What follows belongs to an exercise in optimizing a design on an open flow for small area; a production flow would make more cautious choices. RTL that was checked went through simulation tests only; none was proved equivalent to the original. The RTL of run 3 was laid out without a check of its function. Power and IR drop assume default switching activity.

==> design/flow/design.v <==
`timescale 1ns/1ps
`default_nettype none
module vis_accumulator (
  input  logic        vis_clock,
  input  logic        vis_reset,
  input  logic        rst_d,       
  input  logic        sig_valid_i,
  input  logic [3:0]  sig_idata_i,
  input  logic [3:0]  sig_qdata_i,
  input  logic [5:0]  pend,        
  input  logic [5:0]  sel,         
  output logic [11:0] word_o       
);
  localparam logic [11:0] BASE_A = {2'd2, 2'd1, 2'd1, 2'd0, 2'd0, 2'd0};
  localparam logic [11:0] BASE_B = {2'd3, 2'd3, 2'd2, 2'd3, 2'd2, 2'd1};
  logic [5:0] inc_f;
  logic [5:0] inc_g;
  logic [5:0] cnt_f [6];
  logic [5:0] cnt_g [6];
  logic [3:0] x;
  assign x = sig_idata_i ^ sig_qdata_i;
  always_comb begin
    for (int k = 0; k < 6; k++) begin
      logic ai, aq, bi, bq, bw;
      ai = sig_idata_i[BASE_A[2*k +: 2]];
      aq = sig_qdata_i[BASE_A[2*k +: 2]];
      bi = sig_idata_i[BASE_B[2*k +: 2]];
      bq = sig_qdata_i[BASE_B[2*k +: 2]];
      bw = !x[BASE_A[2*k +: 2]] && x[BASE_B[2*k +: 2]];   
      inc_f[k] = sig_valid_i && !(aq ^ bq ^ bw);
      inc_g[k] = sig_valid_i && (ai ^ bi ^ bw);
    end
  end
  genvar gk;
  generate
    for (gk = 0; gk < 6; gk++) begin : g_base
      localparam int PW = (gk == 5) ? 4 : 3;
      logic [PW-1:0] pnd_f;
      logic [PW-1:0] pnd_g;
      logic          take;
      logic          hold;
      assign take = sel[gk] || rst_d;
      assign hold = pend[gk] && !sel[gk];
      always_ff @(posedge vis_clock) begin
        cnt_f[gk] <= (take ? 6'(pnd_f) : cnt_f[gk]) + 6'(inc_f[gk] && !hold);
        cnt_g[gk] <= (take ? 6'(pnd_g) : cnt_g[gk]) + 6'(inc_g[gk] && !hold);
        if (vis_reset || !pend[gk]) begin
          pnd_f <= '0;
          pnd_g <= '0;
        end else begin
          pnd_f <= pnd_f + PW'(inc_f[gk]);
          pnd_g <= pnd_g + PW'(inc_g[gk]);
        end
      end
    end
  endgenerate
  always_comb begin
    word_o = '0;
    for (int k = 0; k < 6; k++) begin
      word_o = word_o | ({cnt_f[k], cnt_g[k]} & {12{sel[k]}});
    end
  end
endmodule
`default_nettype wire
`timescale 1ns/1ps
`default_nettype none
module vis_fifo #(
  parameter int W = 13
) (
  input  logic        vis_clock,
  input  logic        vis_reset,
  input  logic        wr_i,
  input  logic [W-1:0] word_i,
  input  logic        ready_i,
  output logic        valid_o,
  output logic [W-1:0] word_o,     
  output logic        overflow_o
);
  logic [W-1:0] sh [8];
  logic [3:0]  count;
  logic        full;
  logic        push;
  logic        pop;
  assign full    = count[3];   
  assign valid_o = (count != 4'd0);
  assign push    = wr_i && !full;
  assign pop     = valid_o && ready_i;
  assign word_o  = sh[3'(count - 1'b1)];
  always_ff @(posedge vis_clock) begin
    if (push) begin
      sh[0] <= word_i;
      for (int i = 1; i < 8; i++) sh[i] <= sh[i-1];
    end
  end
  always_ff @(posedge vis_clock) begin
    if (vis_reset) begin
      count      <= '0;
      overflow_o <= 1'b0;
    end else begin
      count <= count + 4'(push) - 4'(pop);
      if (wr_i && full) overflow_o <= 1'b1;
    end
  end
endmodule
`default_nettype wire
`timescale 1ns/1ps
`default_nettype none
module byte_serializer (
  input  logic        vis_clock,
  input  logic        vis_reset,
  input  logic        valid_i,
  input  logic [11:0] word_i,      
  input  logic        m_tready_i,
  output logic        ready_o,
  output logic        m_tvalid_o,
  output logic [7:0]  m_tdata_o,
  output logic        m_tlast_o
);
  logic        busy;
  logic [2:0]  idx;
  logic [10:0] sc;
  logic [11:0] sw;
  logic        slast;
  logic [6:0]  dv;
  assign ready_o = !busy;
  always_ff @(posedge vis_clock) begin
    if (vis_reset) begin
      busy <= 1'b0;
      idx  <= '0;
    end else if (valid_i && !busy) begin
      busy <= 1'b1;   
    end else if (busy && m_tready_i) begin
      idx <= idx + 1'b1;
      if (idx == 3'd7) busy <= 1'b0;
    end
  end
  always_ff @(posedge vis_clock) begin
    if (valid_i && !busy) {sc, slast} <= word_i;
  end
  assign sw = sc[10] ? {sc[9], sc[9] ? 5'd0 : sc[4:0], sc[8], sc[8] ? 5'd0 : sc[4:0]}
                     : {1'b0, sc[9:5], 1'b0, sc[4:0]};
  logic [6:0] sum;
  assign sum = {1'b0, sw[11:6]} + ({1'b0, sw[5:0]} ^ {7{idx[2]}}) + 7'(idx[2]);
  assign dv  = idx[2] ? sum : {sum[6:5] - 2'd1, sum[4:0]};
  assign m_tvalid_o = busy;
  assign m_tdata_o  = (idx[1:0] == 2'd0) ? {dv, 1'b0} : {8{dv[6]}};
  assign m_tlast_o  = busy && slast && (idx == 3'd7);
endmodule
`default_nettype wire
`timescale 1ns/1ps
`default_nettype none
module toy_correlator (
  input  logic       vis_clock,
  input  logic       vis_reset,
  input  logic       sig_valid_i,
  input  logic [3:0] sig_idata_i,
  input  logic [3:0] sig_qdata_i,
  input  logic       m_tready_i,
  output logic       vis_start_o,
  output logic       vis_frame_o,
  output logic       m_tvalid_o,
  output logic [7:0] m_tdata_o,
  output logic       m_tlast_o,
  output logic       vis_overflow_o
);
  logic [2:0] wcnt;      
  logic [1:0] blk;       
  logic       rst_d;     
  logic       block_done;
  logic       frame_end;
  assign block_done = sig_valid_i && (wcnt == 3'd7);
  assign frame_end  = block_done && (blk == 2'd3) && !vis_reset;
  always_ff @(posedge vis_clock) begin
    rst_d <= vis_reset;
    if (vis_reset) begin
      wcnt        <= '0;
      blk         <= '0;
      vis_start_o <= 1'b0;
      vis_frame_o <= 1'b0;
    end else begin
      if (sig_valid_i) wcnt <= wcnt + 1'b1;
      if (block_done) blk <= blk + 1'b1;
      vis_start_o <= block_done && !vis_frame_o;
      if (block_done) vis_frame_o <= 1'b1;
    end
  end
  logic [6:0] pend;
  logic [2:0] ph;
  logic       strobe;
  logic [5:0] sel;
  logic       wr;
  assign strobe = pend[6] && (ph == 3'd1);
  assign wr     = strobe && !pend[0];
  always_comb begin
    for (int k = 0; k < 6; k++) sel[k] = strobe && pend[k+1] && !pend[k];
  end
  always_ff @(posedge vis_clock) begin
    ph <= frame_end ? 3'd0 : ph + 1'b1;
    if (vis_reset) begin
      pend <= '0;
    end else if (frame_end) begin
      pend <= '1;
    end else if (strobe) begin
      pend <= {pend[5:0], 1'b0};
    end
  end
  logic [11:0] acc_word;
  logic [10:0] acc_code;
  logic        x5, y5;
  logic        q_valid;
  logic        q_ready;
  logic [11:0] q_code;
  assign x5       = acc_word[11];
  assign y5       = acc_word[5];
  assign acc_code = {x5 || y5,
                     x5 || (acc_word[10] && !y5), y5 || acc_word[9], acc_word[8:6] & {3{!y5}},
                     y5 ? acc_word[10:6] : acc_word[4:0]};
  vis_accumulator u_accum (
    .vis_clock   (vis_clock),
    .vis_reset   (vis_reset),
    .rst_d       (rst_d),
    .sig_valid_i (sig_valid_i),
    .sig_idata_i (sig_idata_i),
    .sig_qdata_i (sig_qdata_i),
    .pend        (pend[6:1]),
    .sel         (sel),
    .word_o      (acc_word)
  );
  vis_fifo #(.W(12)) u_fifo (
    .vis_clock  (vis_clock),
    .vis_reset  (vis_reset),
    .wr_i       (wr),
    .word_i     ({acc_code, sel[5]}),
    .ready_i    (q_ready),
    .valid_o    (q_valid),
    .word_o     (q_code),
    .overflow_o (vis_overflow_o)
  );
  byte_serializer u_serializer (
    .vis_clock  (vis_clock),
    .vis_reset  (vis_reset),
    .valid_i    (q_valid),
    .word_i     (q_code),
    .m_tready_i (m_tready_i),
    .ready_o    (q_ready),
    .m_tvalid_o (m_tvalid_o),
    .m_tdata_o  (m_tdata_o),
    .m_tlast_o  (m_tlast_o)
  );
endmodule
`default_nettype wire
==> design/flow/flow/run.sh <==
#!/bin/bash
# Own synthesis (flow/synth.tcl: the standard one with an area-oriented ABC
# mapping), then the standard layout from the synthesized netlist, with the
# smallest buffer on each port and a clock tree without dummy loads.
set -euo pipefail
W=$(pwd)
export OWN_ABC_SCRIPT="$W/flow/area.abc"
export BUFFER_PORTS_ARGS="-buffer_cell sky130_fd_sc_hd__buf_1"
export CTS_ARGS="-sink_clustering_enable -repair_clock_nets -sink_clustering_size 20 -sink_clustering_max_diameter 70 -buf_list sky130_fd_sc_hd__clkbuf_8 -dont_use_dummy_load"
sed -e "s#SYNTH_SCRIPT=[^ ]*#SYNTH_SCRIPT=$W/flow/synth.tcl#" standard.sh > own_synth.sh
bash own_synth.sh synth > synth.log 2>&1
bash standard.sh > standard.log 2>&1
==> design/flow/flow/area.abc <==
strash
dch
amap -F 20 -A 40
mfs2
strash
dch
amap -F 20 -A 40
mfs2
strash
dch
amap -F 20 -A 40
==> design/flow/flow/synth.tcl <==
# synth_recipe.tcl (the standard synthesis), with the final ABC mapping run for
# area and the arithmetic left to ABC instead of fixed half/full-adder cells.
# Flip-flops are mapped before ABC runs, so the registers, their names and
# cell types are those of the standard synthesis.
proc synth {args} { yosys synth -nofsm -noshare {*}$args }
proc extract_fa {args} { }
proc abc {args} {
  foreach o {-script -D} {
    set i [lsearch -exact $args $o]
    if { $i >= 0 } { set args [lreplace $args $i [expr {$i + 1}]] }
  }
  yosys abc {*}$args -script $::env(OWN_ABC_SCRIPT)
}
source $::env(SCRIPTS_DIR)/synth.tcl
# left out here: clear keep_hierarchy, flatten, clean up, hide names made inside functions, write 1_2_yosys.v
==> design/flow/standard.sh <==
#!/bin/bash
# synth_recipe.tcl (not shown) runs the flow's synth.tcl, then flattens the netlist and writes it again
# the make line also repeats each setting of config.mk as NAME=value (left out here)
make -C /OpenROAD-flow-scripts/flow DESIGN_CONFIG=/design/flow/config.mk WORK_HOME=/design/flow/orfs CLKGATE_MAP_FILE= SYNTH_SCRIPT=/design/flow/synth_recipe.tcl "${@:-finish}"
==> design/flow/config.mk <==
export PLATFORM = sky130hd
export DESIGN_NAME = toy_correlator
export DESIGN_NICKNAME = toy_correlator
export VERILOG_FILES = /design/flow/design.v
export SDC_FILE = /design/flow/constraint.sdc
export NUM_CORES = 4
export LEC_CHECK = 0
export CAP_MARGIN = 0
export CORE_MARGIN = 2
export CORE_UTILIZATION = 70
export SLEW_MARGIN = 0
==> design/flow/constraint.sdc <==
create_clock -name core_clock -period 6.0 [get_ports {vis_clock}]
set_input_delay 1.2000 -clock core_clock [delete_from_list [all_inputs] [get_ports {vis_clock}]]
set_output_delay 1.2000 -clock core_clock [all_outputs]
set_load 0.01 [all_outputs]
==> metrics.cfg, run 1 <==
[status]
outcome=no timing/DRC/antenna violations

[sta]
final_hold_viol_count=0
setup_viol=0
skew_ns=0.0669
rsz0062_at_grt=no
relSlewSlack=0.195
fin_crit_ns=4.71
max_freq_mhz=212
totalNegativeSetupSlack_ns=0
slew_violations=0
fin_crit_sh=0.785
tightestPinTransition_ns=1.20

[pwr]
p_leak_nw=3.43
p_int_mw=2.35
seqPwrFrac=0.564
power.switching_mw=1.08
clkPwrFrac=0.210
finalPower_mw=3.43
swShare=0.314
powerDensity_nw_per_um2=332
vdd_drop_max_mv=0.224
combPwrFrac=0.226

[critical_path]
reg2reg_depth=14
critical_path.max_fanout=7
r2r_start=ph[0]$_SDFF_PP0_
critical_path.startpoint=u_serializer.sc[10]$_DFFE_PN_
path_class=reg2out
crit_arrival_ns=3.51
reg2reg_to=u_accum.cnt_f[2][5]$_DFF_P_
endpoint=m_tdata_o[1]
end_kind=primary output
worstSetupStartpointType=register
cp_data_required_time_ns=4.80
rrSetupSlack_ns=2.31

[placement]
dp_hpwl_mm=17.2
post_dp_cell_area_um2=10100
gp_congestion=0.984
io_buffers=24

[synthesis]
synth-warning-count=7
synth_xor_area_frac=0
synthSimpleGateAreaFrac=0.136
ys_seq_elements=245
syn_area_um2=9710
synth_top_family_by_area=compound AO/OA/AOI/OAI gates
synth_compound_gate_area_share=0.226
syn_avg_cell_area_um2=10.5
syn-num-nets=939
synthMuxAreaShare=0
synthCells=927
synth_fa_ha_area_frac=0
synth_cell_types=29
seq_area_frac_synth=0.616

[die]
core_um2=13700
io_pins=25
die_w_um=122
design.die.area_um2=14800
core.rowCount=43
start_util=0.708
die_h_um=122

[detailed_routing]
routed_wirelength_mm=23.7
ant_nets=0
drt_iter0_markers=1147
drc_errors=0
vias=7791
via_per_inst=6.74
wl_per_cell_um=20.5
drt_pass1_iterations=8

[clock_tree]
cts_tree=done
root_buffer=clkbuf_8
cts_hold_buf=0
ctsResizeCount=0
clkLatencyLatePin_ns=0.53
clock_path_buffers=3
htreeDepth=1
clkTransAtPathRegs_ns=0.12
cts_buffers=16
clkSinkCount=245
post_cts_buffers=0

[layout]
diodes=0
area_growth_pct=6.49
num-nets-final=990
drive_gt1_frac=0.0307
fill_cells=937
final_cell_area_um2=10300
final_common_cell=dfxtp_1
layout_common_cells=137 x dfxtp_1, 108 x edfxtp_1, 101 x nor2_1

[hold_path]
hp-class=reg2reg

[global_route]
overflow=0
antenna_found_initial=0
grt_pass1_wl_mm=36.7
grt_pass1_vias=7284
grt_max_degree=67
track_usage=0.318

[run]
max_cap_violations=0

[registers in the layout, indices dropped and copies added (netlist names), 3 cells and up]
register and count:
u_fifo.sh 96, u_accum.cnt_f 36, u_accum.cnt_g 36, u_accum.g_base.pnd_f 19, u_accum.g_base.pnd_g 19, u_serializer.sc 11, pend 7, u_fifo.count 4
ph 3, u_serializer.idx 3, wcnt 3
[power by group through the flow]
stage	Combinational [mW]	Clock, mW	Sequential [mW]
detailed placement	0.771	0	1.97
global route	0.860	0.784	1.94
floorplan	0.529	0	1.94
CTS	0.772	0.728	1.93
finish	0.776	0.721	1.94
global placement	0.720	0	1.97
[worst max-delay path: stages, from the launching register on]
cell and delay (ns):
edfxtp_1 0.37, clkinv_1 0.20, nor2_1 0.27, nor2b_1 0.10, o21ai_0 0.29, nand2_1 0.10
o21ai_0 0.15, o22ai_1 0.18, o22ai_1 0.23, o22ai_1 0.13, o21ai_0 0.24, nor2_1 0.06
a21oi_1 0.16, nor2_1 0.08, nand2_1 0.14, o21ai_0 0.12, buf_1 0.14
[cell usage after synthesis]
cell	number	area, µm²
nand4_1	11	68.8
a21oi_1	71	355
a222oi_1	40	400
a221oi_1	2	17.5
o311ai_0	1	8.76
a21o_1	1	7.51
and3_1	12	75.1
dfxtp_1	137	2740
or2_0	18	113
clkinv_1	56	210
o21a_1	23	173
a21boi_0	28	210
a22o_1	3	26.3
a31oi_1	4	25.0
nor2_1	102	383
o21ai_0	79	395
a32oi_1	1	8.76
a211oi_1	3	22.5
nand3_1	7	35.0
a22oi_1	21	158
a221o_1	1	10.0
or3_1	11	68.8
nand2_1	79	297
a311oi_1	1	8.76
nor3_1	18	90.1
edfxtp_1	108	3240
nor2b_1	17	106
o22ai_1	58	363
and2_0	14	87.6
[how the worst min path moves through the flow]
stage	start	end	slack, ns	depth (start not counted)
final	u_fifo.sh[6][4]$_DFFE_PP_	u_fifo.sh[7][4]$_DFFE_PP_	0.44	0
after detailed placement	u_fifo.sh[3][9]$_DFFE_PP_	u_fifo.sh[4][9]$_DFFE_PP_	0.43	0
after global placement	u_fifo.sh[5][3]$_DFFE_PP_	u_fifo.sh[6][3]$_DFFE_PP_	0.43	0
after CTS	u_fifo.sh[6][4]$_DFFE_PP_	u_fifo.sh[7][4]$_DFFE_PP_	0.44	0
after floorplan	ph[0]$_SDFF_PP0_	ph[0]$_SDFF_PP0_	0.42	1
after global routing	u_fifo.sh[6][4]$_DFFE_PP_	u_fifo.sh[7][4]$_DFFE_PP_	0.45	0
[cell families (layout without fill, tap and decap cells)]
kind of cell           count (synthesis)  after routing
AOI/OAI and AO/OA                    337            337
and+or+nand+nor                      289            289
DFF                                  245            245
buffers and inverters                 56            105
[stage by stage]
step / util / setup slack (ns) / cells / hold WS [ns]
global placement: 0.738 / 2.19 / 1140 / 0.427
CTS: 0.754 / 1.32 / 1156 / 0.436
global route: 0.754 / 0.934 / 1156 / 0.454
finish: 0.754 / 1.29 / 1156 / 0.436
floorplan: - / 1.55 / 927 / 0.422
detailed placement: 0.738 / 1.92 / 1140 / 0.434
[metal layers]
| metal | global-route usage | part of all wire | vias to the layer above |
|---|---|---|---|
| met5 | 0 | 0 | - |
| met4 | 0.182 | 0.060 | 0 |
| met3 | 0.0478 | 0.080 | 92 |
| met2 | 0.538 | 0.48 | 430 |
| met1 | 0.392 | 0.38 | 3648 |
| li1 | - | - | 3621 |
[cell type report]
| type | count | area, µm² | area share |
|---|---|---|---|
| Sequential cell | 245 | 5990 | 0.579 |
| Clock buffer | 16 | 220 | 0.0213 |
| Multi-Input combinational cell | 626 | 3540 | 0.342 |
| Tap cell | 180 | 225 | 0.0218 |
| Inverter | 56 | 210 | 0.0203 |
| Timing Repair Buffer | 33 | 158 | 0.0152 |
==> run 2, diff against run 1 <==
==> design/flow/flow/run.sh (replaced) <==
#!/bin/bash
# Own synthesis (flow/synth.tcl: the standard one with an area-oriented ABC
# mapping), then the standard layout from the synthesized netlist, with the
# smallest buffer on each port and a clock tree without dummy loads.
set -euo pipefail
W=$(pwd)
export OWN_ABC_SCRIPT="$W/flow/area.abc"
export BUFFER_PORTS_ARGS="-buffer_cell sky130_fd_sc_hd__buf_1"
export CTS_ARGS="-sink_clustering_enable -repair_clock_nets -sink_clustering_size 10 -sink_clustering_max_diameter 45 -buf_list sky130_fd_sc_hd__clkbuf_4 -dont_use_dummy_load"
sed -e "s#SYNTH_SCRIPT=[^ ]*#SYNTH_SCRIPT=$W/flow/synth.tcl#" standard.sh > own_synth.sh
bash own_synth.sh synth > synth.log 2>&1
bash standard.sh > standard.log 2>&1
==> run 2 against run 1 <==
Still clean on timing, DRC and antenna. Worst hold slack improved by 0.0071 ns. Sequential cell count unchanged. Combinational power about the same. Clock-buffer cell count increased by 14. Wire length increased by 0.71%. Die area unchanged. Worst setup slack got worse by 0.16 ns. Maximum frequency decreased by 3.2%. Global-route usage increased by 0.41 points. Non-clock buffer count unchanged. Sequential power about the same.
==> metrics.cfg, run 2 <==
[global_route]
track_usage=0.323  ; was 0.318
grt_pass1_wl_mm=37.3  ; was 36.7 mm
gr-usage-met2=0.542  ; was 0.538
busiest_layer=met2  ; unchanged
grt_use_met1=0.393  ; was 0.392
grt_pass1_vias=7457  ; was 7284
grt_max_degree=67  ; unchanged
antenna_found_initial=0  ; unchanged
grt_util_met3=0.0487  ; was 0.0478
overflow=0  ; unchanged

[layout]
layout_common_cells=137 x dfxtp_1, 108 x edfxtp_1, 101 x nor2_1  ; unchanged
num-nets-final=1004  ; was 990
final_common_cell=dfxtp_1  ; unchanged
drive_gt1_frac=0.0444  ; was 0.0307
largest_registers=u_fifo.sh: 96 flops, u_accum.cnt_f: 36 flops, u_accum.cnt_g: 36 flops  ; unchanged
area_growth_pct=6.55  ; was 6.49%
largest_register_ffs=96  ; unchanged
diodes=0  ; unchanged
top_register=u_fifo.sh  ; unchanged

[sta]
tightestPinTransition_ns=1.24  ; was 1.20 ns
setup_viol=0  ; unchanged
finalWorstSetupSlack_ns=1.13  ; was 1.29 ns
totalNegativeSetupSlack_ns=0  ; unchanged
fin_crit_ns=4.87  ; was 4.71 ns
slew_violations=0  ; unchanged
final_hold_viol_count=0  ; unchanged
max_freq_mhz=205  ; was 212 MHz
skew_ns=0.0661  ; was 0.0669 ns
rsz0062_at_grt=no  ; unchanged
fin_crit_sh=0.811  ; was 0.785
relSlewSlack=0.172  ; was 0.195

[clock_tree]
clock_path_buffers=3  ; unchanged
cts_buffers=30  ; was 16
clkSinkCount=245  ; unchanged
ctsResizeCount=0  ; unchanged
clkLatencyLatePin_ns=0.67  ; was 0.53 ns
htreeDepth=1  ; unchanged
clkTransAtPathRegs_ns=0.11  ; was 0.12 ns
cts_tree=done  ; unchanged
post_cts_buffers=0  ; unchanged
root_buffer=clkbuf_4  ; was clkbuf_8
cts_hold_buf=0  ; unchanged

[critical_path]
slowest_stage=edfxtp_1  ; unchanged
critPathBufInv=2  ; unchanged
cpLargestDelayFamily=compound AO/OA/AOI/OAI gates  ; unchanged
path_class=reg2out  ; unchanged
worstSetupStartpointType=register  ; unchanged
worst-path-stages=16  ; unchanged
end_kind=primary output  ; unchanged
reg2reg_depth=14  ; unchanged
r2r_start=ph[0]$_SDFF_PP0_  ; unchanged
endpoint=m_tdata_o[1]  ; unchanged
worst_path_largest_cell_delay_ns=0.37  ; about the same
rrSetupSlack_ns=2.31  ; about the same
critical_path.startpoint=u_serializer.sc[10]$_DFFE_PN_  ; unchanged
cp_data_required_time_ns=4.80  ; about the same
reg2reg_to=u_accum.cnt_f[0][5]$_DFF_P_  ; was u_accum.cnt_f[2][5]$_DFF_P_
cp_common_cell=o21ai_0  ; unchanged
critical_path.max_fanout=7  ; unchanged
crit_chain=clkinv_1, nor2_1, nor2b_1, o21ai_0, nand2_1, o21ai_0, o22ai_1, o22ai_1, o22ai_1, o21ai_0, nor2_1, a21oi_1, nor2_1, nand2_1, o21ai_0, buf_1  ; unchanged
crit_arrival_ns=3.67  ; was 3.51 ns

[detailed_routing]
routed_wirelength_mm=23.9  ; was 23.7 mm
ant_nets=0  ; unchanged
drt_pass1_iterations=6  ; was 8
drt_iter0_markers=1143  ; was 1147
via_per_inst=6.69  ; was 6.74
vias=7829  ; was 7791
drc_errors=0  ; unchanged
wl_per_cell_um=20.4  ; was 20.5 µm

[placement]
io_buffers=24  ; unchanged
dp_hpwl_mm=17.2  ; unchanged
post-place-ws_ns=1.92  ; unchanged
gp_congestion=0.984  ; unchanged

[synthesis]
synth.area.top_cells=edfxtp_1 33%, dfxtp_1 28%, a222oi_1 4.1%  ; unchanged
syn_avg_cell_area_um2=10.5  ; unchanged
synthCells=927  ; unchanged
synth-warning-count=7  ; unchanged
yosysTopAreaCellShare=0.334  ; unchanged
ys_top_cells_by_count=137 x dfxtp_1, 108 x edfxtp_1, 102 x nor2_1  ; unchanged
ys_seq_elements=245  ; unchanged
seq_area_frac_synth=0.616  ; unchanged
post-synth-top-count-cell=dfxtp_1  ; unchanged
syn_area_um2=9710  ; unchanged
synth_edf_count=108  ; unchanged
syn-num-nets=939  ; unchanged
synth_cell_types=29  ; unchanged
yosys.area.top_type=edfxtp_1  ; unchanged
async_flop_share=0  ; unchanged
dominantRegCellSynth=dfxtp_1  ; unchanged

[die]
design.die.area_um2=14800  ; unchanged
io_pins=25  ; unchanged
core_um2=13700  ; unchanged
die_w_um=122  ; unchanged
core.rowCount=43  ; unchanged
start_util=0.708  ; unchanged
die_h_um=122  ; unchanged

[status]
outcome=no timing/DRC/antenna violations  ; unchanged

[pwr]
p_leak_nw=3.45  ; was 3.43 nW
powerDensity_nw_per_um2=332  ; about the same
vdd_drop_max_mv=0.181  ; was 0.224 mV

[run]
max_cap_violations=0  ; unchanged

[hold_path]
hp-class=reg2reg  ; unchanged

-- run 2: cell count changes in the layout (fill, tap and decap cells not counted), sizes merged --
cell and delta:
clkbuf +14
-- run 2: kinds of logic after synthesis --
kind of cell,after synthesis,synth area share
and+or+nand+nor,289,0.136
AOI/OAI and AO/OA,337,0.226
buffers and inverters,56,0.0216
DFF,245,0.616
-- run 2: report_power, final --
part	internal, mW	leakage (nW)	switching [mW]
registers	1.86	2.13	0.0816
clock network	0.229	0.138	0.492
logic	0.255	1.18	0.523
-- run 2: worst min-delay path by stage --
stage	from	to	slack, ns	depth (start not counted)
after CTS	u_fifo.sh[0][7]$_DFFE_PP_	u_fifo.sh[1][7]$_DFFE_PP_	0.45	0
after detailed placement	u_fifo.sh[3][9]$_DFFE_PP_	u_fifo.sh[4][9]$_DFFE_PP_	0.43	0
final	u_fifo.sh[5][3]$_DFFE_PP_	u_fifo.sh[6][3]$_DFFE_PP_	0.44	0
after global routing	u_fifo.sh[0][7]$_DFFE_PP_	u_fifo.sh[1][7]$_DFFE_PP_	0.47	0
after floorplan	ph[0]$_SDFF_PP0_	ph[0]$_SDFF_PP0_	0.42	1
after global placement	u_fifo.sh[5][3]$_DFFE_PP_	u_fifo.sh[6][3]$_DFFE_PP_	0.43	0
-- run 2: final cells by class --
cell class	instances	area, µm²
sequential	245	5990
multi-input combinational	626	3540
inverter	56	210
fill	946	3370
timing repair buffer	33	158
tap	180	225
clock buffer	30	225
-- run 2: layer usage --
metal	vias up	wire length, µm
met5	-	0
met1	3701	9060
met2	372	11700
li1	3661	-
met4	0	1440
met3	95	1710
-- run 2: per-stage QoR --
step	hold slack, ns	total power, mW	utilization	cell area [µm²]	instances
floorplan	0.422	2.47	-	9710	927
global placement	0.427	2.69	0.738	10100	1140
detailed placement	0.434	2.74	0.738	10100	1140
CTS	0.454	3.44	0.754	10300	1170
global route	0.466	3.60	0.754	10300	1170
finish	0.443	3.44	0.754	10300	1170
==> run 3, diff against run 2 <==
--- a/design/flow/design.v
+++ b/design/flow/design.v
@@ -3,7 +3,7 @@
 module vis_accumulator (
   input  logic        vis_clock,
   input  logic        vis_reset,
-  input  logic        rst_d,       
+  input  logic        restart,     
   input  logic        sig_valid_i,
   input  logic [3:0]  sig_idata_i,
   input  logic [3:0]  sig_qdata_i,
@@ -39,7 +39,7 @@
       logic [PW-1:0] pnd_g;
       logic          take;
       logic          hold;
-      assign take = sel[gk] || rst_d;
+      assign take = sel[gk] || restart;
       assign hold = pend[gk] && !sel[gk];
       always_ff @(posedge vis_clock) begin
         cnt_f[gk] <= (take ? 6'(pnd_f) : cnt_f[gk]) + 6'(inc_f[gk] && !hold);
@@ -165,13 +165,13 @@
 );
   logic [2:0] wcnt;      
   logic [1:0] blk;       
-  logic       rst_d;     
+  logic       restart;   
   logic       block_done;
   logic       frame_end;
   assign block_done = sig_valid_i && (wcnt == 3'd7);
   assign frame_end  = block_done && (blk == 2'd3) && !vis_reset;
-  always_ff @(posedge vis_clock) begin
-    rst_d <= vis_reset;
+  assign restart = !vis_frame_o && (wcnt == 3'd0);
+  always_ff @(posedge vis_clock) begin
     if (vis_reset) begin
       wcnt        <= '0;
       blk         <= '0;
@@ -218,7 +218,7 @@
   vis_accumulator u_accum (
     .vis_clock   (vis_clock),
     .vis_reset   (vis_reset),
-    .rst_d       (rst_d),
+    .restart     (restart),
     .sig_valid_i (sig_valid_i),
     .sig_idata_i (sig_idata_i),
     .sig_qdata_i (sig_qdata_i),
==> run 3 against run 2 <==
Still clean on timing, DRC and antenna. Total power rose by 3.4%. Critical path depth rose by 2. Cell count up 3.5%. Synthesized area up 0.40%. Critical endpoint is now m_tdata_o[5]. Highest routed layer unchanged.
==> metrics.cfg, run 3 <==
[status]
outcome=no timing/DRC/antenna violations  ; unchanged

[clock_tree]
cts_buffers=29  ; was 30
cts_tree=done  ; unchanged
cts_hold_buf=0  ; unchanged
htreeDepth=1  ; unchanged
clkSinkCount=244  ; was 245
post_cts_buffers=0  ; unchanged
clkTransAtPathRegs_ns=0.11  ; about the same
root_buffer=clkbuf_4  ; unchanged
clock_path_buffers=3  ; unchanged
clkLatencyLatePin_ns=0.66  ; was 0.67 ns
ctsResizeCount=0  ; unchanged

[critical_path]
worst_path_largest_cell_delay_ns=0.44  ; was 0.37 ns
path_class=reg2out  ; unchanged
worstSetupStartpointType=register  ; unchanged
cp_common_cell=nand2_1  ; was o21ai_0
cp_data_required_time_ns=4.80  ; about the same
slowest_stage=edfxtp_1  ; unchanged
crit_chain=nand2_1, clkinv_1, o22ai_1, nor2_1, a21oi_1, nor2_1, a21oi_1, clkinv_1, o31ai_1, nand2_1, o21ai_0, nand2_1, o21ai_0, nand2_1, nor2_1, clkinv_1, o21ai_0, buf_1  ; was clkinv_1, nor2_1, nor2b_1, o21ai_0, nand2_1, o21ai_0, o22ai_1, o22ai_1, o22ai_1, o21ai_0, nor2_1, a21oi_1, nor2_1, nand2_1, o21ai_0, buf_1
crit_arrival_ns=3.82  ; was 3.67 ns
end_kind=primary output  ; unchanged
critical_path.max_fanout=6  ; was 7

[detailed_routing]
drc_errors=0  ; unchanged
ant_nets=0  ; unchanged
wl_per_cell_um=19.4  ; was 20.4 µm
vias=7938  ; was 7829
via_per_inst=6.55  ; was 6.69
drt_pass1_iterations=9  ; was 6
routed_wirelength_mm=23.5  ; was 23.9 mm
drt_iter0_markers=1204  ; was 1143

[global_route]
antenna_found_initial=0  ; unchanged
grt_pass1_wl_mm=37.2  ; was 37.3 mm
track_usage=0.321  ; was 0.323
grt_max_degree=76  ; was 67
overflow=0  ; unchanged
grt_pass1_vias=7545  ; was 7457

[sta]
finalWorstSetupSlack_ns=0.978  ; was 1.13 ns
holdWs_ns=0.426  ; was 0.443 ns
max_freq_mhz=199  ; was 205 MHz
totalNegativeSetupSlack_ns=0  ; unchanged
skew_ns=0.0536  ; was 0.0661 ns
final_hold_viol_count=0  ; unchanged
slew_violations=0  ; unchanged
relSlewSlack=0.231  ; was 0.172
setup_viol=0  ; unchanged
rsz0062_at_grt=no  ; unchanged
fin_crit_ns=5.02  ; was 4.87 ns
fin_crit_sh=0.837  ; was 0.811
tightestPinTransition_ns=1.15  ; was 1.24 ns

[synthesis]
yosys.area.top_type=edfxtp_1  ; unchanged
synth_cell_types=28  ; was 29
synth.area.top_cells=edfxtp_1 33%, dfxtp_1 28%, nor2_1 5.1%  ; was edfxtp_1 33%, dfxtp_1 28%, a222oi_1 4.1%
ys_top_cells_by_count=136 x dfxtp_1, 132 x nor2_1, 108 x edfxtp_1  ; was 137 x dfxtp_1, 108 x edfxtp_1, 102 x nor2_1
post-synth-top-count-cell=dfxtp_1  ; unchanged
async_flop_share=0  ; unchanged
yosysTopAreaCellShare=0.333  ; was 0.334
dominantRegCellSynth=dfxtp_1  ; unchanged
synth_edf_count=108  ; unchanged
synth-warning-count=7  ; unchanged
seq_area_frac_synth=0.612  ; was 0.616
ys_seq_elements=244  ; was 245
synthCells=966  ; was 927
syn_area_um2=9750  ; was 9710 µm²
syn_avg_cell_area_um2=10.1  ; was 10.5 µm²
syn-num-nets=978  ; was 939

[layout]
num-nets-final=1044  ; was 1004
post-route-util=0.758  ; was 0.754
largest_register_ffs=96  ; unchanged
drive_gt1_frac=0.0437  ; was 0.0444
layout_common_cells=136 x dfxtp_1, 131 x nor2_1, 108 x edfxtp_1  ; was 137 x dfxtp_1, 108 x edfxtp_1, 101 x nor2_1
fill_cells=934  ; was 946
top_register=u_fifo.sh  ; unchanged
largest_registers=u_fifo.sh: 96 flops, u_accum.cnt_f: 36 flops, u_accum.cnt_g: 36 flops  ; unchanged
final_common_cell=dfxtp_1  ; unchanged
area_growth_pct=6.62  ; was 6.55%

[die]
core.rowCount=43  ; unchanged
io_pins=25  ; unchanged
core_um2=13700  ; unchanged
start_util=0.711  ; was 0.708
design.die.area_um2=14900  ; was 14800 µm²
die_w_um=122  ; about the same
die_h_um=122  ; about the same

[pwr]
powerDensity_nw_per_um2=342  ; was 332 nW/µm²
p_leak_nw=3.53  ; was 3.45 nW
vdd_drop_max_mv=0.184  ; was 0.181 mV

[placement]
post-place-ws_ns=1.70  ; was 1.92 ns
dp_hpwl_mm=16.6  ; was 17.2 mm
io_buffers=24  ; unchanged
gp_congestion=0.905  ; was 0.984

[run]
max_cap_violations=0  ; unchanged

[hold_path]
hp-class=reg2reg  ; unchanged

[run 3: changes by cell type after synthesis, moves of 5 or more]
cell	change
and2_0	+5
clkinv_1	+18
a21oi_1	+11
or3_1	-8
o21a_1	+6
o22a_1	+5
nand2_1	+8
or2_0	-13
a21boi_0	-22
nor2_1	+30
[run 3: stage by stage]
stage                     power, mW  area [µm²]  instances
after floorplan                2.55        9750        966
after global placement         2.82       10200       1181
after detailed placement       2.86       10200       1181
after CTS                      3.55       10400       1210
after global routing           3.73       10400       1210
final                          3.55       10400       1211
[run 3: path summary, 6_finish.rpt]
kind | end | cells after the start | slack, ns | start
worst max-delay path | m_tdata_o[5] | 18 | 0.98 | u_serializer.sc[8]$_DFFE_PN_
worst min register to register | u_fifo.sh[3][3]$_DFFE_PN_ | 0 | 0.43 | u_fifo.sh[2][3]$_DFFE_PN_
worst max register to register | u_accum.cnt_g[0][5]$_DFF_P_ | 16 | 1.98 | ph[0]$_SDFF_PP0_
worst min-delay path | u_fifo.sh[3][3]$_DFFE_PN_ | 0 | 0.43 | u_fifo.sh[2][3]$_DFFE_PN_
[run 3: cell families after synthesis]
| family | Yosys count | synth area share |
|---|---|---|
| AO/OA/AOI/OAI | 333 | 0.217 |
| AND/OR/NAND/NOR | 315 | 0.142 |
| flip-flops | 244 | 0.612 |
| buffers and inverters | 74 | 0.0285 |
[run 3: final cells by class]
cell class	count	area, µm²	share of cell area
diodes	1	2.50	0.000241
clock buffers	29	218	0.0209
inverters	74	278	0.0267
multi-input cells	648	3530	0.340
well taps	180	225	0.0217
flip-flops and latches	244	5970	0.574
repair buffers	35	173	0.0166
[run 3: metal layers]
layer / track usage / routed length (µm)
met4: 0.144 / 1030
met3: 0.0454 / 1620
met2: 0.555 / 11600
met5: 0 / 0
met1: 0.401 / 9280
[run 3: worst max-delay path, delay by kind of cell (launching register included)]
family                 cells  cell delay, ns
DFF                        1            0.44
AOI/OAI and AO/OA          7            1.40
and+or+nand+nor            7            0.78
buffers and inverters      4            0.53
[run 3: power breakdown]
| group | switching (mW) | total (mW) | internal, mW |
|---|---|---|---|
| registers | 0.0877 | 1.95 | 1.86 |
| logic | 0.602 | 0.889 | 0.287 |
| clock network | 0.490 | 0.711 | 0.222 |
| total | 1.18 | 3.55 | 2.37 |

## afterwards: timing with drivers on the ports
Ports are ideal in the flow. The routed layouts listed here were re-timed in OpenROAD.
Step 1: set_driving_cell puts a clkbuf_16 on vis_clock and a buf_2 on each other input, an assumption about the parent block.
Step 2 adds t to the input delays and takes it off the output delays; t is the mean of the earliest and latest rising clock arrival at the registers after step 1. Input paths then give back, and output paths get back, about the clock's delay inside the block.
a / b / c = no drivers / after step 1 / after step 2; a / b = the first two.
| run | shift t [ns] | setup WS [ns] | hold slack, ns | clock arrival spread, ns | worst register clock-pin slew, ns |
|---|---|---|---|---|---|
| run 1 | 0.543 | 1.289 / 1.249 / 1.792 | 0.436 / 0.436 / 0.436 | 0.071 / 0.072 | 0.12 / 0.12 |
| run 2 | 0.677 | 1.133 / 1.096 / 1.773 | 0.443 / 0.443 / 0.443 | 0.067 / 0.066 | 0.11 / 0.11 |
| run 3 | 0.674 | 0.978 / 0.940 / 1.614 | 0.426 / 0.426 / 0.426 | 0.053 / 0.054 | 0.11 / 0.11 |
After both steps setup and hold are still met in every run listed.
